This is an optimization exercise on Yosys and OpenROAD, whose aim is small area and few clock cycles per item, not a production implementation. RTL that was checked went through simulation tests only; none was proved equivalent to the original. No functional check of the RTL was part of run 2.

==> flow/design.v (outline; a module is shown in full before it is edited, if it fits) <==
// module yuyv_to_rgb_converter_unit: 2381 lines
module yuyv_to_rgb_converter_unit (
    input  logic           i_clk,
    input  logic           i_rst_n,
    input  logic           i_yuyv_valid,
    output logic           o_yuyv_ready,
    input  logic [32:0]    i_yuyv_data,
    output logic           o_rgb_valid,
    input  logic           i_rgb_ready,
    output logic [48:0]    o_rgb_data
);
  // ...
==> flow/flow/run.sh <==
#!/bin/bash
# Standard layout, with the port buffers made from plain buffers
# (sky130_fd_sc_hd__buf_1) instead of the default delay buffer cell.
set -e
export BUFFER_PORTS_ARGS="-buffer_cell sky130_fd_sc_hd__buf_1"
bash standard.sh > standard.log 2>&1
==> flow/standard.sh <==
#!/bin/bash
# synth_recipe.tcl (not shown) runs the flow's synth.tcl, then flattens the netlist and writes it again
# the make line also repeats each setting of config.mk as NAME=value (left out here)
make -C /OpenROAD-flow-scripts/flow DESIGN_CONFIG=/design/flow/config.mk WORK_HOME=/design/flow/orfs CLKGATE_MAP_FILE= SYNTH_SCRIPT=/design/flow/synth_recipe.tcl "${@:-finish}"
==> flow/config.mk <==
export PLATFORM = sky130hd
export DESIGN_NAME = yuyv_to_rgb_converter_unit
export DESIGN_NICKNAME = yuyv_to_rgb_converter_unit
export VERILOG_FILES = /design/flow/design.v
export SDC_FILE = /design/flow/constraint.sdc
export NUM_CORES = 4
export LEC_CHECK = 0
export CAP_MARGIN = 20
export CORE_MARGIN = 2
export CORE_UTILIZATION = 70
export CTS_BUF_LIST = sky130_fd_sc_hd__clkbuf_8
export CTS_CLUSTER_SIZE = 30
export GPL_ROUTABILITY_DRIVEN = 0
export GPL_TIMING_DRIVEN = 0
export SLEW_MARGIN = 20
==> flow/constraint.sdc <==
create_clock -name core_clock -period 6.5 [get_ports {i_clk}]
set_input_delay 1.3000 -clock core_clock [delete_from_list [all_inputs] [get_ports {i_clk}]]
set_output_delay 1.3000 -clock core_clock [all_outputs]
set_load 0.01 [all_outputs]
==> reports/results.md, run 1 <==
| Parameter | Reported | Unit |
|:---|:---|:---|
| Status | complete, no violations | - |
| Proportion of layout cells with a drive suffix above 1 | 7.73 | % |
| Met1 routed wirelength after detailed routing | 12600 | um |
| Register-to-register path setup slack | 0.09 | ns |
| Worst hold path class | register to register | - |
| Number of combinational gates with multiple inputs | 898 | - |
| Area share of and/or/nand/nor cells after synthesis | 8.32 | % |
| Most used cells in the layout excluding fill and tap cells | 245 x ha_1, 199 x inv_1, 96 x fa_1 | - |
| Final number of max-transition violations | 0 | - |
| Die Wd | 134 | um |
| HPWL reported at the end of detailed placement | 23800 | um |
| Maximum clock path buffer count | 2 | - |
| Detailed Route WL | 29200 | um |
| Critical register-to-register path endpoint | r_out[33] | - |
| Worst Setup End Kind | register | - |
| Maximum number of pins on one net before global-route repair | 62 | - |
| Category of the critical setup timing path | register to register | - |
| Area share of xor/xnor cells in the synthesized design | 7.06 | % |
| Combinational family with the most area after synthesis | adder cells | - |
| Synth warn | 1 | - |
| Regs by FF count | r_out (49), r_in (33) | - |
| Top cells by area, synth | ha_1 26%, edfxtp_1 21%, fa_1 16% | - |
| Final nets | 1710 | - |
| Maximum fanout count along the critical path | 8 | - |
| Slowest cell on the critical path | fa_1 | - |
| Hold Path End | r_out[0] | - |
| Fraction of post-synthesis cell area in the top cell type by area | 26.1 | % |
| Global-route track usage on met3 | 4.50 | % |
| CLK BUF | 9 | - |
| Most Used Layer, Global Route | met2 | - |
| Routed length on met2 | 14000 | um |
| Number of top-level pins | 88 | - |
| Post-route antenna net violation count | 0 | - |
| Area fraction in compound gates after synthesis | 14.5 | % |
| Footprint of the multi-input gates | 8820 | sq um |
| Hold path startpoint | r_in[0] | - |
| Unique cell type count in the Yosys netlist | 64 | - |
Testbench counts, summed over its fixed seeds: cycles 12,016, items 12,000.
==> run 2, diff against run 1 <==
--- a/flow/design.v
+++ b/flow/design.v
@@ -48,33 +48,24 @@
 );
     yuv2rgb_pkg::t_yuyv_group w_in;
     yuv2rgb_pkg::t_rgb_pair   w_out;
     logic                     r_v;
     logic                     w_adv;
     assign w_adv        = !r_v || i_rgb_ready;
     assign o_yuyv_ready = w_adv;
     assign o_rgb_valid  = r_v;
-    logic r_v_in;
     always_ff @(posedge i_clk) begin
         if (!i_rst_n) begin
-            r_v_in <= 1'b0;
-            r_v    <= 1'b0;
+            r_v <= 1'b0;
         end else if (w_adv) begin
-            r_v_in <= i_yuyv_valid;
-            r_v    <= r_v_in;
+            r_v <= i_yuyv_valid;
         end
     end
-    yuv2rgb_pkg::t_yuyv_group r_in;
-    always_ff @(posedge i_clk) begin
-        if (w_adv) begin
-            r_in <= yuv2rgb_pkg::t_yuyv_group'(i_yuyv_data);
-        end
-    end
-    assign w_in = r_in;
+    assign w_in = yuv2rgb_pkg::t_yuyv_group'(i_yuyv_data);
     yuv2rgb_pkg::t_rgb_pair r_out;
     always_ff @(posedge i_clk) begin
         if (w_adv) begin
             r_out <= w_out;
         end
     end
     assign o_rgb_data = r_out;
     assign w_out.frame_end_out = w_in.frame_end;
==> flow/config.mk (replaced) <==
export PLATFORM = sky130hd
export DESIGN_NAME = yuyv_to_rgb_converter_unit
export DESIGN_NICKNAME = yuyv_to_rgb_converter_unit
export VERILOG_FILES = /design/flow/design.v
export SDC_FILE = /design/flow/constraint.sdc
export NUM_CORES = 4
export LEC_CHECK = 0
export CAP_MARGIN = 20
export CORE_MARGIN = 2
export CORE_UTILIZATION = 40
export SLEW_MARGIN = 20
==> reports/results.md, run 2 <==
| Parameter | Reported | Unit | Delta |
|:---|:---|:---|:---|
| Cell total after placement | 1816 | - | was 1499 |
| Total congestion overflow | 0 | - | unchanged |
| Setup repair after global routing missed its margin | yes | - | unchanged |
| Detailed Route WL | 30900 | um | was 29200 um |
| Die outline height | 170 | um | was 134 um |
| Hold violation total from the final report | 0 | - | unchanged |
| Slowest cell on the critical path | fa_1 | - | unchanged |
| Synth warn | 1 | - | unchanged |
| Fraction of the cycle the final worst path needs | 100 | % | was 98.5% |
| Register-to-register path setup slack | 5.25 | ns | was 0.09 ns |
| Mapped Cells | 1165 | - | was 1191 |
| Register name with the most flops | r_out | - | unchanged |
| Data arrival at the endpoint of the critical path | 6.56 | ns | was 6.55 ns |
| Sequential element share of the synthesized area | 13.5 | % | was 21.0% |
| Layout check failures | setup timing | - |  |
| Minimum clock period | 6.53 | ns | was 6.41 ns |
| Fin util | 52.6 | % | was 80.0% |
| Effective utilization at floorplan | 40.8 | % | was 71.9% |
| Count of input and output buffers | 87 | - | unchanged |
| DR WL/cell | 16.7 | um | was 18.8 um |
| Number of flip-flops in the largest register | 49 | - | unchanged |
| Dominant cell by count in the synthesized netlist | ha_1 | - | unchanged |
| Worst hold path class | register to register | - | unchanged |
| Required time at the endpoint of the critical path | 6.53 | ns | was 6.64 ns |
| Commonest cells in the netlist | 249 x ha_1, 202 x inv_1, 97 x fa_1, 74 x a21oi_1, 71 x nor2_1 | - | was 249 x ha_1, 207 x inv_1, 97 x fa_1, 82 x edfxtp_1, 65 x nor2_1 |
| Status | complete, but fails checks | - | was complete, no violations |
| TritonRoute pass-1 iters | 5 | - | unchanged |
| Count of flip-flops with a built-in enable after synthesis | 49 | - | was 82 |
| Clock transition at the register clock pins on the worst setup and hold paths after CTS | 0.07 | ns | was 0.11 ns |
| Reg2reg start | r_v | - | was r_in[8] |
| Commonest register cell after synthesis | edfxtp_1 | - | unchanged |
| Final setup fails | 8 | - | was 0 |
| Proportion of layout cells with a drive suffix above 1 | 23.0 | % | was 7.73% |
| DR vias/cell | 5.08 | - | was 5.94 |
| Unique cell type count in the Yosys netlist | 63 | - | was 64 |
| Share of synthesized registers carrying an async set or reset | 0 | % | unchanged |
| Final worst-path setup slack | -0.0270 | ns | was 0.0948 ns |
| Routability congestion estimate | 0.909 | - |  |
| Critical register-to-register path endpoint | r_out[27] | - | was r_out[33] |
| Maximum number of pins on one net before global-route repair | 52 | - | was 62 |
| Final number of max-transition violations | 0 | - | unchanged |
| Global-route wire length before repair | 48800 | um | was 45500 um |
| Worst Setup End Kind | register | - | unchanged |
| Core outline area | 27000 | sq um | was 16600 sq um |
| Final TNS setup | -0.175 | ns | was 0 ns |
| Worst slew margin relative to its limit | 52.0 | % | was 33.2% |
| Worst skew pair latency | 0.29 | ns | was 0.39 ns |
| Combined area of all synthesized cells | 11000 | sq um | was 11900 sq um |
| Clock buffers created by TritonCTS | 5 | - | was 9 |
| Area used by sequential logic in the layout | 1490 | sq um | was 2500 sq um |
| Maximum Capacitance Violations | 0 | - | unchanged |
| Maximum fanout count along the critical path | 7 | - | was 8 |
| Total clock sinks | 50 | - | was 84 |
| DP Worst Slack | -0.688 | ns | was -0.718 ns |
| Cell Area, Placed | 13500 | sq um | was 12600 sq um |
| Most area-hungry cell type in the Yosys netlist | ha_1 | - | unchanged |
| Post-detailed-route DRC marker count | 0 | - | unchanged |
| TritonCTS clock tree | done | - | unchanged |
| Maximum clock path buffer count | 2 | - | unchanged |
| Register bit total from synthesis | 50 | - | was 84 |
| Leading cell type in the layout, fill and taps excluded | ha_1 | - | unchanged |
| Number of top-level pins | 88 | - | unchanged |
| Cell class contributing the biggest share of worst-path delay | adder cells | - | was compound AO/OA/AOI/OAI gates |
| Regs by FF count | r_out (49), r_v (1) | - | was r_out (49), r_in (33) |
| Final Non-Filler Cells | 1846 | - | was 1552 |
| Number of placement rows | 60 | - | was 47 |
| HPWL reported at the end of detailed placement | 27100 | um | was 23800 um |
| Non-Filler Cell Area, Final | 14200 | sq um | was 13300 sq um |
| Max Fclk | 0.153 | GHz | was 0.156 GHz |
| Number of global-route vias before repair | 9450 | - | was 8958 |
| DRT iter0 DRCs | 396 | - | was 626 |
| Root buffer selected by CTS | clkbuf_16 | - | was clkbuf_8 |
| Area delta synth->final | 28.9 | % | was 11.3% |
| Category of the critical setup timing path | input pin to register | - | was register to register |
| Hold Path End | r_out[11] | - | was r_out[0] |
| H-tree lvl count | 2 | - | was 3 |
| Fill cell total of the finished layout | 2545 | - | was 1117 |
| DIE AREA | 28900 | sq um | was 18100 sq um |
| Final nets | 1887 | - | was 1710 |
| Top cells by area, synth | ha_1 28%, fa_1 18%, edfxtp_1 13% | - | was ha_1 26%, edfxtp_1 21%, fa_1 16% |
| Footprint of the multi-input gates | 9190 | sq um | was 8820 sq um |
| Worst Max-Slew Pin Slew | 0.715 | ns | was 0.995 ns |
| Buf/Inv on CP | 7 | - | was 4 |
| Depth of the worst register-to-register path | 2 | - | was 23 |
| Crit path largest cell delay | 0.52 | ns | was 0.54 ns |
| Worst hold slack across all endpoints | 0.937 | ns | was 0.431 ns |
| Fraction of post-synthesis cell area in the top cell type by area | 28.2 | % | was 26.1% |
| Antenna Cells | 0 | - | unchanged |
| Antenna violations before repair | 0 | - | unchanged |
| Post-route antenna net violation count | 0 | - | unchanged |
| Die Wd | 170 | um | was 134 um |
| Crit start category | input pin | - | was register |
| Count of vias placed by the detailed router | 9377 | - | was 9217 |
| Syn_nets | 1548 | - | was 1574 |
| Hold-critical path depth | 2 | - | was 0 |
| Global-route usage over all layers | 21.7 | % | was 33.0% |
| Most used cells in the layout excluding fill and tap cells | 243 x ha_1, 239 x buf_4, 195 x inv_1 | - | was 245 x ha_1, 199 x inv_1, 96 x fa_1 |
| Skew final | 0.00437 | ns | was 0.0230 ns |
| Hold path startpoint | r_v | - | was r_in[0] |
| Mean Syn Cell Area | 9.47 | sq um | was 10.0 sq um |
run 2: worst max-delay path by stage:
stage / from / endpoint / slack (ns) / depth (start not counted)
after CTS: i_yuyv_data[8] / r_out[34] / -0.11 / 28
after detailed placement: i_yuyv_data[19] / r_out[36] / -0.69 / 23
after floorplan: i_yuyv_data[19] / r_out[13] / -0.02 / 23
after global routing: i_yuyv_data[8] / r_out[37] / -0.26 / 28
final: i_yuyv_data[8] / r_out[33] / -0.03 / 28
after global placement: i_yuyv_data[19] / r_out[13] / -0.52 / 24
run 2: area by class of cell:
type	instances	area share (%)
repair buffers	332	15.5
clock inverters	2	0.106
multi-input cells	913	64.6
clock buffers	6	0.906
well taps	341	3.00
flip-flops and latches	50	10.5
inverters	202	5.38
run 2: routing by layer:
metal	GRT usage [%]	vias up	part of all wire, %
li1	-	4731	-
met3	1.72	42	4.1
met5	0	-	0
met2	37.6	184	47
met1	28.8	4420	46
met4	6.17	0	2.8
run 2: logic make-up (layout without fill, tap and decap cells):
logic type / Yosys count / after routing / share of synthesized area (%)
adder cells (fa/ha/maj): 346 / 346 / 45.8
flip-flops: 50 / 50 / 13.5
buffers and inverters: 202 / 542 / 6.87
multiplexers: 2 / 2 / 0.250
XOR/XNOR: 87 / 87 / 7.11
AND/OR/NAND/NOR: 207 / 207 / 9.38
AO/OA/AOI/OAI: 271 / 271 / 17.0
run 2: worst register-to-register path: stages (launching register included):
cell      delay [ns]
dfxtp_1         0.32
nand2b_2        0.06
buf_4           0.49
run 2: repair_timing:
item                                    4_1_cts  5_1_grt
resized for setup                            27       52
pin swaps                                    16       24
buffers inserted                              8       14
hold buffers                                  0        0
endpoints found under the setup margin       16       47
gates cloned                                  0        0

what the ideal ports hide:
In the flow no input, the clock included, has a driving cell. The finished layouts below were timed again as built, in two steps. Step 1 assumes that a clkbuf_16 drives the clock port and a buf_2 every other input. Step 2 moves the port delays by t, midway between the first and last clock arrival at a register: inputs arrive t later, outputs are due t later. That takes back most of the time a late clock gives input paths. Slacks: ideal / step 1 / step 2; pairs: ideal / step 1.
run	t (ns)	setup WS [ns]	latest minus earliest clock arrival (ns)	pins driven straight from the clock port
run 1	0.422	0.095 / 0.095 / 0.095	0.025 / 0.024	1
run 2	0.326	-0.027 / -0.045 / -0.371	0.007 / 0.007	1
For run 2, which loses most, drivers alone change the setup slack by -0.018 ns; drivers and shift together by -0.344 ns.
